What follows belongs to an exercise in optimizing a design on an open flow for small area, a short achievable clock period and few clock cycles; a production flow would make more cautious choices. Function was checked by simulation only, so behaviour that the tests miss may differ from the original. The flow treats the clock pin as an ideal source, which a real chip does not have. Power and IR drop assume default switching activity.

File: design.v
module dcache_ctrl #(
  parameter int LINES = 16
) (
  input  logic         clk_i,
  input  logic         rst_i,
  input  logic         cpu_req_i,
  input  logic         cpu_we_i,
  input  logic [31:0]  cpu_addr_i,
  input  logic [31:0]  cpu_data_i,
  output logic [31:0]  cpu_data_o,
  output logic         cpu_stall_o,
  output logic         mem_req_o,
  output logic         mem_we_o,
  output logic [31:0]  mem_addr_o,
  output logic [127:0] mem_data_o,
  input  logic [127:0] mem_data_i,
  input  logic         mem_ack_i,
  output logic [31:0]  hit_cnt_o,
  output logic [31:0]  miss_cnt_o
);
  localparam int IDX_W = $clog2(LINES);
  localparam int TAG_W = 28 - IDX_W;
  logic [LINES-1:0] valid;
  logic [LINES-1:0] dirty;
  logic [TAG_W-1:0] tag_arr  [LINES];
  logic [127:0]     data_arr [LINES];
  logic             lb_vld;
  logic [27:0]      lb_addr;
  logic [127:0]     lb_data;
  logic             mreq;
  logic             mwe;
  logic [1:0]       cpu_off;
  logic [IDX_W-1:0] cpu_idx;
  logic [TAG_W-1:0] cpu_tag;
  logic [1:0]       unused_addr;
  logic [LINES-1:0] dec;
  logic [3:0]       word_sel;
  logic [127:0]     line;
  logic [TAG_W-1:0] line_tag;
  logic             line_v;
  logic             line_vd;
  logic             arr_hit;
  logic             lb_hit;
  logic             lookup;
  logic             refill;
  logic             store_hit;
  logic [127:0]     wdata;
  logic [31:0]      rdata;
  logic [3:0]       sel_lb;
  logic [3:0]       sel_mem;
  assign cpu_off     = cpu_addr_i[3:2];
  assign cpu_idx     = cpu_addr_i[4+IDX_W-1:4];
  assign cpu_tag     = cpu_addr_i[31:4+IDX_W];
  assign unused_addr = cpu_addr_i[1:0];
  always_comb begin
    for (int i = 0; i < LINES; i++) dec[i] = (cpu_idx == i[IDX_W-1:0]);
    for (int w = 0; w < 4; w++) word_sel[w] = (cpu_off == w[1:0]);
  end
  always_comb begin
    line     = '0;
    line_tag = '0;
    line_v   = 1'b0;
    line_vd  = 1'b0;
    for (int i = 0; i < LINES; i++) begin
      line     = line | (data_arr[i] & {128{dec[i]}});
      line_tag = line_tag | (tag_arr[i] & {TAG_W{dec[i]}});
      line_v   = line_v | (dec[i] & valid[i]);
      line_vd  = line_vd | (dec[i] & valid[i] & dirty[i]);
    end
  end
  assign arr_hit = line_v && (line_tag == cpu_tag);
  dcache_lb_cmp #(.IDX_W(IDX_W)) u_lb_cmp (
    .lb_vld_i (lb_vld),
    .lb_addr_i(lb_addr),
    .addr_i   (cpu_addr_i[31:4]),
    .req_i    (cpu_req_i),
    .mreq_i   (mreq),
    .mwe_i    (mwe),
    .ack_i    (mem_ack_i),
    .rst_i    (rst_i),
    .hit_o    (lb_hit),
    .stall_o  (cpu_stall_o),
    .mem_req_o(mem_req_o)
  );
  assign lookup    = cpu_req_i && !mreq && !lb_hit;
  assign refill    = mreq && !mwe && mem_ack_i;
  assign store_hit = cpu_req_i && !mreq && lb_hit && cpu_we_i;
  always_comb begin
    for (int w = 0; w < 4; w++)
      wdata[32*w +: 32] = (cpu_we_i && word_sel[w]) ? cpu_data_i : mem_data_i[32*w +: 32];
  end
  assign sel_lb  = word_sel & {4{!mreq}};
  assign sel_mem = word_sel & {4{mreq}};
  dcache_rd_sel u_rd_sel (
    .lb_data_i (lb_data),
    .mem_data_i(mem_data_i),
    .sel_lb_i  (sel_lb),
    .sel_mem_i (sel_mem),
    .data_o    (rdata)
  );
  assign cpu_data_o = rdata;
  assign mem_we_o   = mwe;
  assign mem_addr_o = {mwe ? lb_addr : cpu_addr_i[31:4], 4'b0};
  assign mem_data_o = lb_data;
  always_ff @(posedge clk_i or negedge rst_i) begin
    if (!rst_i) begin
      lb_vld <= 1'b0;
      mreq   <= 1'b0;
      mwe    <= 1'b0;
      valid  <= '0;
      dirty  <= '0;
    end else begin
      if (lookup) begin
        lb_vld <= arr_hit;
        mreq   <= !arr_hit;
        mwe    <= line_vd;
      end
      if (mreq && mwe && mem_ack_i) mwe <= 1'b0;
      if (refill) begin
        mreq           <= 1'b0;
        mwe            <= cpu_we_i;
        lb_vld         <= 1'b1;
        valid[cpu_idx] <= 1'b1;
        dirty[cpu_idx] <= cpu_we_i;
      end
      if (store_hit) begin
        mwe            <= 1'b1;
        dirty[cpu_idx] <= 1'b1;
      end
    end
  end
  always_ff @(posedge clk_i) begin
    if (lookup) begin
      lb_addr <= {arr_hit ? cpu_tag : line_tag, cpu_idx};
      if (!(lb_vld && lb_addr[IDX_W-1:0] == cpu_idx)) lb_data <= line;
    end
    if (refill) lb_addr <= cpu_addr_i[31:4];
    for (int w = 0; w < 4; w++) begin
      if (refill || (store_hit && word_sel[w])) lb_data[32*w +: 32] <= wdata[32*w +: 32];
    end
    for (int i = 0; i < LINES; i++) begin
      if (refill && dec[i]) tag_arr[i] <= cpu_tag;
      if (lb_vld && lb_addr[IDX_W-1:0] == i[IDX_W-1:0]) data_arr[i] <= lb_data;
    end
  end
  logic [31:0] hit_cnt;
  logic [31:0] miss_cnt;
  always_ff @(posedge clk_i or negedge rst_i) begin
    if (!rst_i) begin
      hit_cnt  <= '0;
      miss_cnt <= '0;
    end else begin
      if (cpu_req_i && !mreq && lb_hit && (hit_cnt != 32'hFFFF_FFFF)) hit_cnt <= hit_cnt + 32'd1;
      if (refill && (miss_cnt != 32'hFFFF_FFFF)) miss_cnt <= miss_cnt + 32'd1;
    end
  end
  assign hit_cnt_o  = hit_cnt;
  assign miss_cnt_o = miss_cnt;
endmodule
module dcache_lb_cmp #(
  parameter int IDX_W = 4
) (
  input  logic        lb_vld_i,
  input  logic [27:0] lb_addr_i,
  input  logic [27:0] addr_i,
  input  logic        req_i,
  input  logic        mreq_i,
  input  logic        mwe_i,
  input  logic        ack_i,
  input  logic        rst_i,
  output logic        hit_o,
  output logic        stall_o,
  output logic        mem_req_o
);
  logic idx_eq;
  logic tag_eq;
  assign idx_eq    = lb_addr_i[IDX_W-1:0] == addr_i[IDX_W-1:0];
  assign tag_eq    = lb_addr_i[27:IDX_W] == addr_i[27:IDX_W];
  assign hit_o     = lb_vld_i && idx_eq && tag_eq;
  assign stall_o   = !((!mreq_i && hit_o) || (mreq_i && !mwe_i && ack_i)) && rst_i;
  assign mem_req_o = (mreq_i || (req_i && lb_vld_i && idx_eq && !tag_eq)) && rst_i;
endmodule
module dcache_rd_sel (
  input  logic [127:0] lb_data_i,
  input  logic [127:0] mem_data_i,
  input  logic [3:0]   sel_lb_i,
  input  logic [3:0]   sel_mem_i,
  output logic [31:0]  data_o
);
  always_comb begin
    data_o = '0;
    for (int w = 0; w < 4; w++)
      data_o = data_o | (lb_data_i[32*w +: 32] & {32{sel_lb_i[w]}})
                      | (mem_data_i[32*w +: 32] & {32{sel_mem_i[w]}});
  end
endmodule
File: flow/run.sh
#!/bin/bash
# Standard layout, with plain buffers on the ports, free cell sizing in timing repair
# and extra timing-repair passes after clock tree synthesis (flow/post_cts.tcl).
set -euo pipefail
here=$(pwd)
bash standard.sh MATCH_CELL_FOOTPRINT=0 \
  "BUFFER_PORTS_ARGS=-buffer_cell sky130_fd_sc_hd__buf_1" \
  "POST_CTS_TCL=$here/flow/post_cts.tcl" \
  finish > make_flow.log 2>&1
File: flow/post_cts.tcl
# Extra timing repair after clock tree synthesis: step the setup margin up so that
# each pass works on every endpoint still short of it.
foreach m {1.8 2.1 2.4 2.7} {
  repair_timing -setup -setup_margin $m -repair_tns 100 -verbose
}
detailed_placement
check_placement -verbose
report_worst_slack -max
File: standard.sh
#!/bin/bash
# synth_recipe.tcl (not shown) runs the flow's synth.tcl, then flattens the netlist and writes it again
# the make line also repeats each setting of config.mk as NAME=value (left out here)
make -C /OpenROAD-flow-scripts/flow DESIGN_CONFIG=/design/flow/config.mk WORK_HOME=/design/flow/orfs CLKGATE_MAP_FILE= SYNTH_SCRIPT=/design/flow/synth_recipe.tcl "${@:-finish}"
File: config.mk
export PLATFORM = sky130hd
export DESIGN_NAME = dcache_ctrl
export DESIGN_NICKNAME = dcache_ctrl
export VERILOG_FILES = /design/flow/design.v
export SDC_FILE = /design/flow/constraint.sdc
export NUM_CORES = 4
export LEC_CHECK = 0
export CAP_MARGIN = 20
export CORE_MARGIN = 2
export CORE_UTILIZATION = 60
export CTS_CLUSTER_DIAMETER = 80
export CTS_CLUSTER_SIZE = 20
export SETUP_SLACK_MARGIN = 3
export SLEW_MARGIN = 20
export SYNTH_HIERARCHICAL = 1
export SYNTH_MINIMUM_KEEP_SIZE = 0
export TNS_END_PERCENT = 0
File: constraint.sdc
create_clock -name core_clock -period 6.0 [get_ports {clk_i}]
set_input_delay 1.2000 -clock core_clock [delete_from_list [all_inputs] [get_ports {clk_i}]]
set_output_delay 1.2000 -clock core_clock [all_outputs]
set_load 0.01 [all_outputs]
==> results of run 1 <==
==> Yosys stat by module (local to each module, per instance), a selection <==
module,flops+latches,copies in the design,cells inside
dcache_ctrl,2687,1,5754
dcache_rd_sel,0,1,184
==> flip-flops by register name (all words and copies together), names as in the netlist <==
| name | count |
|---|---|
| mreq | 1 |
| hit_cnt | 32 |
| valid | 16 |
| lb_vld | 1 |
| lb_data | 128 |
| dirty | 16 |
| lb_addr | 28 |
| miss_cnt | 32 |
| tag_arr | 384 |
| data_arr | 2048 |
| mwe | 1 |
==> layout by cell type, fill, tap and decap left out, types with 48 or more instances in the layout <==
cell       count
xnor2_1       62
nor3_1       100
mux2i_1       51
nand3_1      241
edfxtp_1    2588
a22o_1       162
nand4_1      137
buf_12        99
a221oi_1     174
nand2_1      374
buf_4        240
dfrtp_1       97
buf_1        404
clkbuf_16    192
a22oi_1      812
a31oi_1      127
o21ai_0       57
a222oi_1      48
buf_6         52
==> per-stage QoR <==
stage          total power, W  hold WS (ns)
3_5_place_dp          0.03244        0.4810
5_1_grt               0.04573        0.4493
6_report              0.04497        0.4217
3_3_place_gp          0.03224        0.4731
2_1_floorplan         0.02839        0.4490
==> final timing paths <==
check | startpoint | to | slack (ns) | cells past startpoint
setup / recovery | cpu_addr_i[2] | cpu_data_o[30] | 1.73 | 7
hold / removal | rst_i | hit_cnt[12] | 0.42 | 1
setup reg to reg | lb_addr[9] | hit_cnt[27] | 2.44 | 16
hold reg to reg | miss_cnt[20] | miss_cnt[20] | 0.50 | 1
max in group asynchronous | rst_i | miss_cnt[12] | 4.45 | 2
min in group core_clock | miss_cnt[20] | miss_cnt[20] | 0.50 | 1
==> cell families (layout without fill, tap and decap cells) <==
logic type / after synthesis / in the layout / share of synthesized area [%]
buf+inv: 412 / 1108 / 1.749
xor+xnor: 119 / 119 / 1.025
compound gates: 1552 / 1552 / 11.74
other cells: 1 / 32 / 0.003688
fa+ha+maj: 7 / 7 / 0.08614
flops: 2687 / 2687 / 78.87
mux: 115 / 115 / 1.303
simple gates: 1094 / 1095 / 5.218
==> metal layers <==
layer,share of wire (%),vias to the layer above
met5,0.040,-
li1,-,25916
met4,7.4,22
met3,14,1066
met1,34,33715
met2,45,5611
==> layout make-up <==
cell class / count / share of cell area (%)
repair buffers: 898 / 6.501
diodes: 28 / 0.06034
clock buffers: 178 / 3.543
flip-flops and latches: 2687 / 69.06
inverters: 20 / 0.07650
well taps: 2218 / 2.390
multi-input cells: 2892 / 18.26
clock inverters: 12 / 0.1153
==> report_power, final <==
| group | internal, W | switching [W] | leakage, nW |
|---|---|---|---|
| logic | 0.00247 | 0.00557 | 10.3 |
| clock network | 0.00487 | 0.00592 | 2.08 |
| registers | 0.0241 | 0.00206 | 24.8 |
| total | 0.0314 | 0.0136 | 37.1 |
==> worst max-delay path, delay by kind of cell <==
| kind | cells | cell delay, ns |
|---|---|---|
| simple gates | 3 | 0.67 |
| buf+inv | 3 | 0.57 |
| compound gates | 1 | 0.60 |
==> reports/results.tsv, run 1 <==
metric	value	unit
status	no timing/DRC/antenna violations	
grtUsageMet2	63.81	%
vias	66330	
drive_gt1_share	14.15	%
fmax	234.4	MHz
drt-total-wl	370.3	mm
hold_class	input pin to async pin	
final_cells	8933	
use_met1	57.64	%
critPathKind	input pin to output port	
start_util	60.19	%
path_cells	buf_4 > nor2_2 > and2_4 > buf_6 > a22oi_2 > nand4_1 > buf_2	
post_dp_cell_area	107400	µm²
tns	0	ns
multi_input_area	21200	µm²
cpPeakStageDelay	0.60	ns
synth_area_leader_cell	edfxtp_1	
met3_usage	10.28	%
final_nets	6857	
ir_worst_vdd	0.3760	mV
drv_cap	0	
place_inst	8507	
crit_path_start_kind	input pin	
wire_per_inst	41.45	µm
n_fill_cell	11279	
synth_edf_count	2588	
crit_slowest_cell	a22oi_2	
hpwl	188.8	mm
utilization	68.75	%
finalWorstSetupSlack	1.735	ns
cts_tree	built	
path_max_fanout	8	
critPathRequiredTime	4.80	ns
ys_async_sr_fraction	3.684	%
post-route-period-util	71.09	%
synth_common_cells	edfxtp_1 (2588), a22oi_1 (830), nand2_1 (379), clkbuf_1 (251), nand3_1 (244)	
synth_ff_type	edfxtp_1	
clkLatencyLatePin	0.86	ns
arrival	3.07	ns
synth_cell_type_count	78	
area_growth_syn_to_layout	14.22	%
ys_seq_area_share	78.87	%
synthTopCellsByArea	edfxtp_1 (76%), a22oi_1 (6.1%), dfrtp_1 (2.4%)	
fin_area	116100	µm²
ff_latch_area	80190	µm²
syn_area_per_cell	16.98	µm²
yosysMostFrequentCell	edfxtp_1	
grt_pass1_wl	506.0	mm
cts_sinks	2687	
die_y	415.6	µm
grt_pass1_vias	61823	
die_area	172800	µm²
ys_warn_count	10	
min_period	4.265	ns
grt_max_degree	109	
finalSetupViolCount	0	
hold_viol_final	0	
p_per_area	387.2	nW/µm²
slew_violations	0	
skew	0.03981	ns
die_x	415.6	µm
port_buffers	449	
rows	151	
antenna_left	0	
grt_busiest_layer	met2	
tightestPinTransition	1.179	ns
via_per_inst	7.425	
synth_top_area_share	76.44	%
overflow	0	
first_pass_iters	19	
place.gp.congestion	0.8685	
drt_iter0_markers	11900	
synth_seq_cells	2687	
crit_path_end_kind	output port	
syn_area	101700	µm²
dp_slack	0.4672	ns
relSlewSlack	21.43	%
leakagePower	37.14	nW
grtUsageTotal	42.79	%
core_area	168900	µm²
io_pins	456	
clkTransAtPathRegs	0.08	ns
rsz0062_at_grt	true	
antenna_found_initial	41	
synthCells	5987	
drt_drc_violations_left	0	
Testbench counts, summed over its fixed seeds: cycles 12,282.
==> run 2, diff against run 1 <==
--- a/design.v
+++ b/design.v
@@ -90,6 +90,6 @@
       wdata[32*w +: 32] = (cpu_we_i && word_sel[w]) ? cpu_data_i : mem_data_i[32*w +: 32];
   end
-  assign sel_lb  = word_sel & {4{!mreq}};
-  assign sel_mem = word_sel & {4{mreq}};
+  assign sel_lb  = word_sel & {4{!mem_ack_i}};
+  assign sel_mem = word_sel & {4{mem_ack_i}};
   dcache_rd_sel u_rd_sel (
     .lb_data_i (lb_data),
==> flow/run.sh (replaced) <==
#!/bin/bash
# Standard layout, with plain buffers on the ports, free cell sizing in timing repair
# and each data bit's ports placed together (flow/io.tcl).
set -euo pipefail
here=$(pwd)
bash standard.sh MATCH_CELL_FOOTPRINT=0 \
  "BUFFER_PORTS_ARGS=-buffer_cell sky130_fd_sc_hd__buf_1" \
  "PRE_IO_PLACEMENT_TCL=$here/flow/io.tcl" \
  finish > make_flow.log 2>&1
==> flow/io.tcl (new file) <==
# Keep each data bit's ports together: the CPU word bit, its four line bits on both
# memory buses and the store bit, so the short read and write paths stay short.
for {set i 0} {$i < 32} {incr i} {
  set pins [list "cpu_data_o\[$i\]" "cpu_data_i\[$i\]"]
  for {set w 0} {$w < 4} {incr w} {
    set b [expr {32 * $w + $i}]
    lappend pins "mem_data_i\[$b\]" "mem_data_o\[$b\]"
  }
  set_io_pin_constraint -group -order -pin_names $pins
}
removed: flow/post_cts.tcl
==> reports/results.tsv, run 2 <==
metric	value	unit	change
crit_path_end_kind	output port		
cts_tree	built		
synth_xor_area_share	1.025	%	about the same
cts_sinks	2687		unchanged
finalWorstSetupSlack	1.990	ns	+0.2558 ns
final_cells	8754		-2.0%
tightestPinTransition	1.127	ns	-0.05124 ns
drive_gt1_share	10.18	%	-4.0 points
hold-worst-slack	0.4266	ns	+0.004914 ns
drv_cap	0		unchanged
path_max_fanout	7		-1
grt_busiest_layer	met2		
reg2reg_depth	10		-6
synth_top_area_share	76.43	%	about the same
met3_usage	8.509	%	-1.8 points
crit_slowest_cell	nand4_1		
via_per_inst	7.347		-1.1%
die_area	172800	µm²	about the same
grtUsageTotal	38.34	%	-4.4 points
leakagePower	35.46	nW	-4.5%
arrival	2.81	ns	-0.26 ns
rrSetupSlack	2.29	ns	-0.15 ns
fmax	249.4	MHz	+6.4%
use_met1	53.92	%	-3.7 points
slew_violations	0		unchanged
antenna_found_initial	17		-59%
synth_compound_area_share	11.75	%	about the same
port_buffers	449		unchanged
area_growth_syn_to_layout	10.69	%	
ir_worst_vdd	0.3416	mV	-9.1%
syn_area_per_cell	16.99	µm²	about the same
synth_edf_count	2588		unchanged
synth_top_family_by_area	compound AO/OA/AOI/OAI gates		
clkTransAtPathRegs	0.08	ns	about the same
synthAdderAreaFrac	0.08614	%	about the same
antenna_left	0		unchanged
clock_path_buffers	3		
grt_pass1_vias	60280		-2.5%
core_area	168900	µm²	unchanged
utilization	66.63	%	-2.1 points
relSlewSlack	24.85	%	+3.4 points
start_util	60.20	%	about the same
grtUsageMet2	59.00	%	-4.8 points
hold_viol_final	0		unchanged
place.gp.congestion	0.8963		+3.2%
rows	151		unchanged
drt_drc_violations_left	0		unchanged
largest_reg_flops	2048		unchanged
dp_slack	0.4282	ns	-0.03900 ns
synth_seq_cells	2687		unchanged
finalSetupViolCount	0		unchanged
syn_area	101700	µm²	about the same
rsz0062_at_grt	true		
status	no timing/DRC/antenna violations		
first_pass_iters	6		-13
p_per_area	379.4	nW/µm²	-2.0%
post-route-period-util	66.83	%	-4.3 points
wire_per_inst	38.24	µm	-7.8%
final_nets	6696		-2.3%
die_x	415.7	µm	about the same
synth_area_leader_cell	edfxtp_1		
ys_warn_count	10		unchanged
drt_iter0_markers	10717		-9.9%
yosysMostFrequentCell	edfxtp_1		
path_cells	buf_4 > buf_6 > nor3_4 > clkbuf_16 > a22oi_1 > nand4_1 > buf_2		
place_inst	8506		-0.012%
crit_path_start_kind	input pin		
tns	0	ns	unchanged
ys_seq_area_share	78.87	%	about the same
cpPeakStageDelay	0.40	ns	-0.20 ns
yosys.area_share.simple	5.220	%	about the same
synthCells	5986		-0.017%
largest-register	data_arr		
reg_top3	data_arr x2048, tag_arr x384, lb_data x128		
drt-total-wl	334.7	mm	-9.6%
synthMuxAreaShare	1.303	%	about the same
skew	0.03047	ns	-0.009347 ns
grt_max_degree	108		-0.92%
cts_made_buffers	155		
io_pins	456		unchanged
hpwl	177.2	mm	-6.1%
synth_cell_type_count	80		+2.6%
timing.rr.end	lb_data[107]		
clkLatencyLatePin	0.85	ns	about the same
ys_async_sr_fraction	3.684	%	unchanged
critPathKind	input pin to output port		
critPathRequiredTime	4.80	ns	about the same
die_y	415.7	µm	about the same
vias	64318		-3.0%
min_period	4.010	ns	-0.2558 ns
cts_htree_levels	4		
cts_root_buffer	clkbuf_16		
final_cell_mix	edfxtp_1 (2588), a22oi_1 (826), buf_1 (438), nand2_1 (375), nand3_1 (245)		
synth_common_cells	edfxtp_1 (2588), a22oi_1 (830), nand2_1 (379), nand3_1 (246), clkbuf_1 (241)		
synth_ff_type	edfxtp_1		
synthTopCellsByArea	edfxtp_1 (76%), a22oi_1 (6.1%), dfrtp_1 (2.4%)		
grt_pass1_wl	463.2	mm	-8.5%
overflow	0		unchanged
final_common_cell	edfxtp_1		
r2r-start	lb_addr[23]		
hold_class	input pin to async pin		
## run 2: layer usage
layer,vias to the layer above,wire [µm]
met5,-,128
met3,830,43620
met2,4965,152700
met1,32937,122400
li1,25560,-
met4,26,15810
## run 2: report_power, final
part | switching, W | total (W) | internal (W)
logic | 0.00394 | 0.00539 | 0.00145
clock network | 0.00586 | 0.0108 | 0.00491
registers | 0.00244 | 0.0265 | 0.0241
## run 2: how the worst max path moves through the flow
| stage | start | end | slack, ns | cells past startpoint |
|---|---|---|---|---|
| global route | mem_ack_i | cpu_data_o[14] | 2.03 | 7 |
| finish | mem_ack_i | cpu_data_o[14] | 1.99 | 7 |
| detailed placement | cpu_addr_i[4] | lb_addr[19] | 0.43 | 14 |
| floorplan | lb_addr[1] | data_arr[0][0] | 1.50 | 2 |
| global placement | cpu_addr_i[4] | lb_addr[16] | 0.45 | 14 |
| CTS | cpu_addr_i[5] | lb_addr[19] | 2.10 | 16 |
## run 2: logic make-up after synthesis
group / after synthesis
AOI/OAI and AO/OA: 1553
xor gates and xnor gates: 119
adders and majority gates: 7
buffers and inverters: 411
DFF: 2687
muxes: 115
other: 1
and+or+nand+nor: 1093
## run 2: Yosys stat by module (local to each module, per instance), a selection
| module | times used | cell area [µm²] | cells inside |
|---|---|---|---|
| dcache_ctrl | 1 | 99980 | 5753 |
| dcache_rd_sel | 1 | 1319 | 184 |
## run 2: layout make-up
cell class,count,area (µm²)
Sequential cell,2687,80190
Fill cell,11609,56370
Multi-Input combinational cell,2891,20460
Timing Repair Buffer,737,4733
Clock buffer,180,4100
Tap cell,2218,2775
Clock inverter,17,190.2
Inverter,20,82.58
Antenna cell,4,10.01
## run 2: stage by stage
stage / total power (W) / area (µm²)
finish: 0.04269 / 112500
global route: 0.04364 / 112500
CTS: 0.04244 / 112400
detailed placement: 0.03195 / 107400
global placement: 0.03177 / 107400
floorplan: 0.02820 / 101800
## run 2: what timing repair did
item	CTS	global route
endpoints found under the setup margin	935	885
gates cloned	0	0
pin swaps	13	7
gates resized for setup	71	27
buffers inserted	41	6
endpoints found under the hold margin	0	0
hold buffers	0	0
## run 2: worst max-delay path, delay by kind of cell
family | cells | cell delay (ns)
buffers and inverters | 4 | 0.91
AOI/OAI and AO/OA | 1 | 0.22
and+or+nand+nor | 2 | 0.47
Testbench counts of run 2, summed over its fixed seeds: cycles 12,282.
==> run 3, diff against run 2 <==
--- a/config.mk
+++ b/config.mk
@@ -8,5 +8,5 @@
 export CAP_MARGIN = 20
 export CORE_MARGIN = 2
-export CORE_UTILIZATION = 60
+export CORE_UTILIZATION = 50
 export CTS_CLUSTER_DIAMETER = 80
 export CTS_CLUSTER_SIZE = 20
==> reports/results.tsv, run 3 <==
metric	value	unit	change
status	no timing/DRC/antenna violations		
hold_buffers	0		unchanged
crit_path_end_kind	output port		
final_cell_mix	edfxtp_1 (2588), a22oi_1 (824), buf_1 (425), nand2_1 (374), nand3_1 (243)		
internal_power	0.03091	W	+1.5%
vias	64284		-0.053%
die_area	207000	µm²	+20%
start_util	50.31	%	-9.9 points
hold-worst-slack	0.3834	ns	-0.04322 ns
synth_ff_type	edfxtp_1		
power_frac_comb	13.8	%	+1.2 points
tns	0	ns	unchanged
ys_async_sr_fraction	3.684	%	unchanged
die_x	454.9	µm	+9.5%
seqPwrFrac	61.0	%	-1.1 points
drive_gt1_share	12.41	%	+2.2 points
post_dp_cell_area	108000	µm²	+0.53%
synth_cell_type_count	80		unchanged
grt_pass1_wl	475.6	mm	+2.7%
synthTopCellsByArea	edfxtp_1 (76%), a22oi_1 (6.1%), dfrtp_1 (2.4%)		
place.gp.congestion	0.8424		-6.0%
fmax	261.6	MHz	+4.9%
largest_reg_flops	2048		unchanged
arrival	2.62	ns	-0.19 ns
grt_max_degree	100		-7.4%
synthCells	5986		unchanged
core_area	202100	µm²	+20%
ys_warn_count	10		unchanged
wire_per_inst	37.32	µm	-2.4%
hold_class	input pin to async pin		
clkLatencyLatePin	0.85	ns	about the same
n_fill_cell	15482		+33%
cts_htree_levels	4		unchanged
syn_area_per_cell	16.99	µm²	unchanged
min_period	3.823	ns	-0.1871 ns
cts_sinks	2687		unchanged
via_per_inst	6.903		-6.1%
p_sw	0.01254	W	+2.4%
slew_violations	0		unchanged
cts_made_buffers	156		+0.65%
synth_seq_cells	2687		unchanged
die_y	454.9	µm	+9.5%
post-route-period-util	63.71	%	-3.1 points
io_pins	456		unchanged
overflow	0		unchanged
grt_pass1_vias	60854		+0.95%
rsz0062_at_grt	true		
fin_area	115000	µm²	+2.2%
port_buffers	449		unchanged
rows	165		+9.3%
antenna_left	0		unchanged
grtUsageTotal	32.84	%	-5.5 points
area_growth_syn_to_layout	13.15	%	
tightestPinTransition	1.199	ns	+0.07165 ns
relSlewSlack	20.07	%	-4.8 points
synth_common_cells	edfxtp_1 (2588), a22oi_1 (830), nand2_1 (379), nand3_1 (246), clkbuf_1 (241)		
synth_top_area_share	76.43	%	unchanged
p_per_area	377.6	nW/µm²	-0.45%
cts_root_buffer	clkbuf_16		
hold_viol_final	0		unchanged
critPathRequiredTime	4.80	ns	about the same
reg_top3	data_arr x2048, tag_arr x384, lb_data x128		
synth_edf_count	2588		unchanged
yosysMostFrequentCell	edfxtp_1		
syn_area	101700	µm²	unchanged
final_common_cell	edfxtp_1		
first_pass_iters	8		+2
drt_drc_violations_left	0		unchanged
synth_area_leader_cell	edfxtp_1		
largest-register	data_arr		
crit_path_start_kind	input pin		
power.share.switching	28.86	%	+0.18 points
ys_seq_area_share	78.87	%	unchanged
ir_worst_vdd	0.3128	mV	-8.4%
finalSetupViolCount	0		unchanged
clock_path_buffers	3		unchanged
path_max_fanout	18		+11
drv_cap	0		unchanged
drt-total-wl	347.5	mm	+3.8%
p_clk_share	25.2	%	about the same
critPathKind	input pin to output port		
leakagePower	36.40	nW	+2.7%
final_nets	6792		+1.4%
antenna_found_initial	22		+5
hpwl	176.1	mm	-0.63%
clkTransAtPathRegs	0.08	ns	about the same
drt_iter0_markers	10912		+1.8%
cts_tree	built		
skew	0.04046	ns	+0.009996 ns
run 3: changes by cell type in the layout (fill, tap and decap cells not counted), sizes merged:
| cell | previous run | this run |
|---|---|---|
| inv | 26 | 28 |
| diode | 4 | 9 |
| clkinv | 8 | 9 |
| and2 | 13 | 14 |
| bufinv | 1 | 3 |
| buf | 731 | 803 |
| clkbuf | 186 | 208 |
run 3: per-stage QoR:
stage / utilization (%) / total power, W / cells / worst slack [ns]
after detailed placement: 53.42 / 0.03202 / 8959 / 0.4923
after CTS: 56.47 / 0.04311 / 9255 / 2.261
after floorplan: - / 0.02820 / 5989 / 1.501
final: 56.92 / 0.04345 / 9313 / 2.177
after global routing: 56.92 / 0.04448 / 9308 / 2.152
after global placement: 53.42 / 0.03182 / 8959 / 0.5015
run 3: routing by layer:
metal	vias to the layer above	wire, µm	global-route usage, %
li1	25777	-	-
met1	33362	130300	45.72
met2	4455	161900	51.80
met3	674	39770	5.791
met4	16	15470	12.99
met5	-	115	0
run 3: power by group through the flow:
stage               clock [W]  sequential (W)  combinational (W)
floorplan                   0          0.0259            0.00227
global placement            0          0.0266            0.00518
detailed placement          0          0.0268            0.00522
CTS                    0.0110          0.0264            0.00568
global route           0.0117          0.0267            0.00614
finish                 0.0110          0.0265            0.00598
run 3: Yosys stat by module, one instance, submodules excluded, excerpt:
module / cells inside / area [µm²] / copies in the design
dcache_ctrl: 5753 / 99980 / 1
dcache_rd_sel: 184 / 1319 / 1
run 3: area by class of cell:
class	instances	area [µm²]	share of cell area (%)
Timing Repair Buffer	831	6171	5.364
Inverter	20	87.58	0.07613
Antenna cell	9	22.52	0.01958
Multi-Input combinational cell	2892	20850	18.12
Sequential cell	2687	80190	69.71
Clock inverter	22	260.3	0.2262
Tap cell	2672	3343	2.906
Clock buffer	180	4121	3.582
run 3: critical path, cell delays in order:
cell and delay (ns):
clkbuf_2 0.25, buf_4 0.30, inv_1 0.08, o21ai_0 0.56, buf_1 0.22
run 3: cell families after synthesis:
family                     after synthesis  synth area share, %
other                                    1             0.003688
AOI/OAI and AO/OA                     1553                11.75
DFF                                   2687                78.87
and+or+nand+nor                       1093                5.220
xor gates and xnor gates               119                1.025
adders and majority gates                7              0.08614
muxes                                  115                1.303
buffers and inverters                  411                1.741
run 3: path summary, 6_finish.rpt:
| check | cells past startpoint | startpoint | slack (ns) | end |
|---|---|---|---|---|
| hold / removal | 1 | rst_i | 0.38 | dirty[9] |
| setup reg to reg | 13 | lb_addr[20] | 2.39 | lb_data[102] |
| hold reg to reg | 2 | dirty[10] | 0.49 | dirty[10] |
| min in group core_clock | 2 | dirty[10] | 0.49 | dirty[10] |
| max in group asynchronous | 2 | rst_i | 4.37 | hit_cnt[24] |
| setup / recovery | 5 | cpu_addr_i[26] | 2.18 | mem_addr_o[26] |
run 3: timing repair:
item | in CTS | in global routing
setup endpoints to repair | 828 | 828
gates cloned | 17 | 10
buffers inserted | 77 | 39
gates resized for setup | 190 | 83
pin swaps | 36 | 36
endpoints found under the hold margin | 0 | 0

## afterwards: timing with drivers on the ports
The flow's constraints put no driver on any port. The routed layouts listed below were extracted and timed again, unchanged, in two steps.
Step 1 assumes that a clkbuf_16 drives the clock port and a buf_2 every other input.
Step 2 also shifts input and output timing later by t, the mid clock arrival at the registers, as if the neighbouring blocks saw the same clock.
Slacks: no drivers / after step 1 / after step 2; pairs: no drivers / after step 1.
| run | t (ns) | setup slack, ns | worst hold slack (ns) | worst setup path after step 2 | clock arrival spread, ns |
|---|---|---|---|---|---|
| run 1 | 0.936 | 1.735 / 1.574 / 1.210 | 0.422 / 0.361 / 0.497 | input to register | 0.042 / 0.042 |
| run 2 | 0.913 | 1.990 / 1.759 / 1.221 | 0.427 / 0.370 / 0.496 | input to register | 0.031 / 0.031 |
| run 3 | 0.921 | 2.177 / 2.009 / 1.302 | 0.383 / 0.342 / 0.493 | input to register | 0.041 / 0.041 |
After both steps setup and hold are still met in every run listed. The setup slack of run 3, which loses most, moves by -0.168 ns with the drivers and by -0.875 ns with both steps.
